Source: an optimization exercise on an open RTL-to-GDS flow (aim: small area and a short achievable clock period). Production flows keep margins and buffers that such runs may drop.
Only simulation tests tie the RTL to the original design; equivalence was not proved.

main:
==> flow/design.v <==
package pq_pkg;
    localparam int PQ_KEY_W = 32;
    localparam int PQ_VAL_W = 32;
    localparam int PQ_DEPTH = 16;
    typedef struct packed {
        logic                valid;
        logic [PQ_KEY_W-1:0] key;
        logic [PQ_VAL_W-1:0] val;
    } pq_elem_t;
    typedef enum logic [1:0] {
        SHIFT_HOLD = 2'd0,
        SHIFT_UP   = 2'd1,
        SHIFT_DOWN = 2'd2,
        SHIFT_LOAD = 2'd3
    } pq_shift_e;
endpackage
module pq_key_gt
#(
    parameter int W = 32
) (
    input  logic [W-1:0] a,
    input  logic [W-1:0] b,
    output logic         gt
);
    localparam int LV = $clog2(W);
    logic [W-1:0] g [LV+1];
    logic [W-1:0] p [LV+1];
    always_comb begin
        for (int l = 0; l <= LV; l++) begin
            g[l] = '0;
            p[l] = '0;
        end
        g[0] = a & ~b;
        p[0] = a | ~b;
        for (int l = 1; l <= LV; l++) begin
            for (int n = 0; n < (W >> l); n++) begin
                g[l][n] = g[l-1][2*n+1] | (p[l-1][2*n+1] & g[l-1][2*n]);
                p[l][n] = p[l-1][2*n+1] & p[l-1][2*n];
            end
        end
        gt = g[LV][0];
    end
endmodule
module pq_sorted_path
#(
    parameter int KEY_W = pq_pkg::PQ_KEY_W,
    parameter int VAL_W = pq_pkg::PQ_VAL_W,
    parameter int DEPTH = pq_pkg::PQ_DEPTH
) (
    input  logic                         system1000,
    input  logic                         system1000_rst,
    input  logic                         push_valid,
    output logic                         push_ready,
    input  logic [KEY_W-1:0]             push_key,
    input  logic [VAL_W-1:0]             push_val,
    input  logic                         pop_valid,
    output logic                         pop_ready,
    output logic                         out_valid,
    output logic [KEY_W-1:0]             out_key,
    output logic [VAL_W-1:0]             out_val,
    output logic [$clog2(DEPTH+1)-1:0]   count,
    output logic                         empty,
    output logic                         full
);
    localparam int CNT_W = $clog2(DEPTH + 1);
    localparam int RW    = $clog2(DEPTH);
    logic [KEY_W-1:0] key_r  [DEPTH];
    logic [VAL_W-1:0] val_r  [DEPTH];
    logic [RW-1:0]    rank_r [DEPTH];
    logic [DEPTH-1:0] vld_r;
    logic [DEPTH-1:0] pend_r;      
    logic [DEPTH-1:0] gt_r;        
    logic             push_fire_s;
    logic             pop_fire_s;
    logic [DEPTH-1:0] rkd_s;       
    logic [DEPTH-1:0] head_s;      
    logic [DEPTH-1:0] free_s;      
    logic [DEPTH-1:0] gt_s;        
    logic             has_pend_s;
    logic             pend_min_s;  
    logic [DEPTH-1:0] min_s;       
    logic             pop_head_s;
    logic             ins_s;       
    logic [DEPTH-1:0] wsel_s;      
    logic [DEPTH-1:0] gpos_s;      
    logic [DEPTH-1:0] first_s;
    logic [RW-1:0]    rkd_cnt_s;   
    logic [RW-1:0]    ins_rank0_s; 
    logic [RW-1:0]    ins_rank_s;  
    logic [CNT_W-1:0] cnt_nxt_s;
    logic [KEY_W-1:0] min_key_s;
    logic [VAL_W-1:0] min_val_s;
    assign pop_ready = ~empty;
    assign push_ready = ~full | pop_valid;
    assign push_fire_s = push_valid & push_ready;
    assign pop_fire_s  = pop_valid & pop_ready;
    for (genvar i = 0; i < DEPTH; i++) begin : g_cmp
        pq_key_gt #(.W(KEY_W)) u_gt (.a(key_r[i]), .b(push_key), .gt(gt_s[i]));
    end
    always_comb begin
        for (int i = 0; i < DEPTH; i++) begin
            rkd_s[i]  = vld_r[i] & ~pend_r[i];
            head_s[i] = rkd_s[i] & (rank_r[i] == RW'(0));
        end
    end
    assign has_pend_s = |(vld_r & pend_r);
    assign pend_min_s = has_pend_s & (~|head_s | |(head_s & gt_r));
    assign min_s      = pend_min_s ? pend_r : head_s;
    assign pop_head_s = pop_fire_s & ~pend_min_s;
    assign ins_s      = has_pend_s & ~(pop_fire_s & pend_min_s);
    always_comb begin
        logic seen;
        seen = 1'b0;
        for (int i = 0; i < DEPTH; i++) begin
            free_s[i] = ~vld_r[i] & ~seen;
            seen      = seen | ~vld_r[i];
        end
    end
    assign wsel_s = full ? min_s : free_s;
    assign rkd_cnt_s = RW'(count - CNT_W'(has_pend_s));
    always_comb begin
        for (int p = 0; p < DEPTH; p++) begin
            gpos_s[p] = 1'b0;
            for (int i = 0; i < DEPTH; i++) begin
                gpos_s[p] = gpos_s[p] | (gt_r[i] & rkd_s[i] & (rank_r[i] == RW'(p)));
            end
        end
        first_s[0] = gpos_s[0];
        for (int p = 1; p < DEPTH; p++) begin
            first_s[p] = gpos_s[p] & ~gpos_s[p-1];
        end
        ins_rank0_s = (|gpos_s) ? RW'(0) : rkd_cnt_s;
        for (int p = 1; p < DEPTH; p++) begin
            ins_rank0_s = ins_rank0_s | ({RW{first_s[p]}} & RW'(p));
        end
    end
    assign ins_rank_s = pop_head_s ? (ins_rank0_s - RW'(1)) : ins_rank0_s;
    always_comb begin
        min_key_s = '0;
        min_val_s = '0;
        for (int i = 0; i < DEPTH; i++) begin
            min_key_s = min_key_s | ({KEY_W{min_s[i]}} & key_r[i]);
            min_val_s = min_val_s | ({VAL_W{min_s[i]}} & val_r[i]);
        end
    end
    always_ff @(posedge system1000) begin
        for (int i = 0; i < DEPTH; i++) begin
            if (free_s[i] | (full & min_s[i] & push_valid & pop_valid)) begin
                key_r[i] <= push_key;
                val_r[i] <= push_val;
            end
        end
    end
    always_ff @(posedge system1000) begin
        gt_r       <= gt_s;
        pend_r     <= {DEPTH{push_fire_s}} & wsel_s;
    end
    always_ff @(posedge system1000) begin
        for (int i = 0; i < DEPTH; i++) begin
            if (pend_r[i]) begin
                rank_r[i] <= ins_rank_s;
            end else if (ins_s & gt_r[i] & ~pop_head_s) begin
                rank_r[i] <= rank_r[i] + RW'(1);
            end else if (pop_head_s & ~(ins_s & gt_r[i])) begin
                rank_r[i] <= rank_r[i] - RW'(1);
            end
        end
    end
    always_ff @(posedge system1000) begin
        if (system1000_rst) begin
            vld_r <= '0;
        end else begin
            vld_r <= ({DEPTH{push_fire_s}} & wsel_s) | (vld_r & ~({DEPTH{pop_fire_s}} & min_s));
        end
    end
    always_comb begin
        cnt_nxt_s = count;
        if (push_fire_s && !pop_fire_s) begin
            cnt_nxt_s = count + CNT_W'(1'b1);
        end else if (pop_fire_s && !push_fire_s) begin
            cnt_nxt_s = count - CNT_W'(1'b1);
        end
    end
    always_ff @(posedge system1000) begin
        if (system1000_rst) begin
            count     <= '0;
            empty     <= 1'b1;
            full      <= 1'b0;
            out_valid <= 1'b0;
        end else begin
            count     <= cnt_nxt_s;
            empty     <= (cnt_nxt_s == CNT_W'(0));
            full      <= (cnt_nxt_s == CNT_W'(DEPTH));
            out_valid <= pop_fire_s;
        end
    end
    always_ff @(posedge system1000) begin
        out_key <= min_key_s;
        out_val <= min_val_s;
    end
endmodule
clock: 5.5 ns
lec_check: 0
cap_margin: 20
core_margin: 2
core_utilization: 55
place_density: 0.65
setup_slack_margin: 1.5
slew_margin: 20
run.sh (not shown) runs the stock make flow with config.mk's settings and CLKGATE_MAP_FILE= SYNTH_SCRIPT=/design/flow/synth_recipe.tcl, a recipe that flattens the netlist after the stock synthesis.
Relative to main, the following input files were edited for the feature branch:
--- a/flow/design.v
+++ b/flow/design.v
@@ -82,10 +82,7 @@
     logic             pop_head_s;
     logic             ins_s;       
     logic [DEPTH-1:0] wsel_s;      
-    logic [DEPTH-1:0] gpos_s;      
-    logic [DEPTH-1:0] first_s;
-    logic [RW-1:0]    rkd_cnt_s;   
-    logic [RW-1:0]    ins_rank0_s; 
+    logic [RW-1:0]    le_cnt_s;    
     logic [RW-1:0]    ins_rank_s;  
     logic [CNT_W-1:0] cnt_nxt_s;
     logic [KEY_W-1:0] min_key_s;
@@ -117,24 +114,12 @@
         end
     end
     assign wsel_s = full ? min_s : free_s;
-    assign rkd_cnt_s = RW'(count - CNT_W'(has_pend_s));
     always_comb begin
-        for (int p = 0; p < DEPTH; p++) begin
-            gpos_s[p] = 1'b0;
-            for (int i = 0; i < DEPTH; i++) begin
-                gpos_s[p] = gpos_s[p] | (gt_r[i] & rkd_s[i] & (rank_r[i] == RW'(p)));
-            end
-        end
-        first_s[0] = gpos_s[0];
-        for (int p = 1; p < DEPTH; p++) begin
-            first_s[p] = gpos_s[p] & ~gpos_s[p-1];
-        end
-        ins_rank0_s = (|gpos_s) ? RW'(0) : rkd_cnt_s;
-        for (int p = 1; p < DEPTH; p++) begin
-            ins_rank0_s = ins_rank0_s | ({RW{first_s[p]}} & RW'(p));
+        le_cnt_s = '0;
+        for (int i = 0; i < DEPTH; i++) begin
+            le_cnt_s = le_cnt_s + RW'(rkd_s[i] & ~head_s[i] & ~gt_r[i]);
         end
     end
-    assign ins_rank_s = pop_head_s ? (ins_rank0_s - RW'(1)) : ins_rank0_s;
     always_comb begin
         min_key_s = '0;
         min_val_s = '0;
@@ -151,6 +136,7 @@
             end
         end
     end
+    assign ins_rank_s = le_cnt_s + RW'(|head_s & ~pend_min_s & ~pop_head_s);
     always_ff @(posedge system1000) begin
         gt_r       <= gt_s;
         pend_r     <= {DEPTH{push_fire_s}} & wsel_s;
For the proportion of cell area spent on the clock network, the feature branch came in 0.95 points higher than main did. Looking only at worst hold slack after final layout, and setting everything else aside, the higher value of main and the feature branch goes to the feature branch. Changes observed in the feature branch relative to main: share of final-layout standard cells stronger than drive strength 1 down 3.7 points, total standard cell area after synthesis moved down, clock skew decreased 0.026 ns.

[what the ideal ports hide]
Ports are ideal in the flow. The routed layouts listed here were re-timed in OpenROAD. Step 1 (the two cells are an assumption about what drives the block):
set clk [get_ports {system1000}]
set_driving_cell -lib_cell sky130_fd_sc_hd__clkbuf_16 $clk
set_driving_cell -lib_cell sky130_fd_sc_hd__buf_2 [delete_from_list [all_inputs] $clk]
Step 2 times the ports against the registers' clock, not the clock port: input delays grow and output delays shrink by t, the midpoint of the rising clock arrivals with the driver on. Slacks: ideal ports / drivers / drivers and shift; pairs: ideal ports / drivers.
run | t, ns | slack for setup (ns) | latest minus earliest clock arrival (ns)
main | 0.796 | 1.399 / 1.399 / 0.775 | 0.077 / 0.077
the feature branch | 0.822 | 0.707 / 0.707 / 0.404 | 0.051 / 0.051
After both steps setup and hold are still met in every run listed. The setup slack of main, which loses most, moves by 0.000 ns with the drivers and by -0.624 ns with both steps.
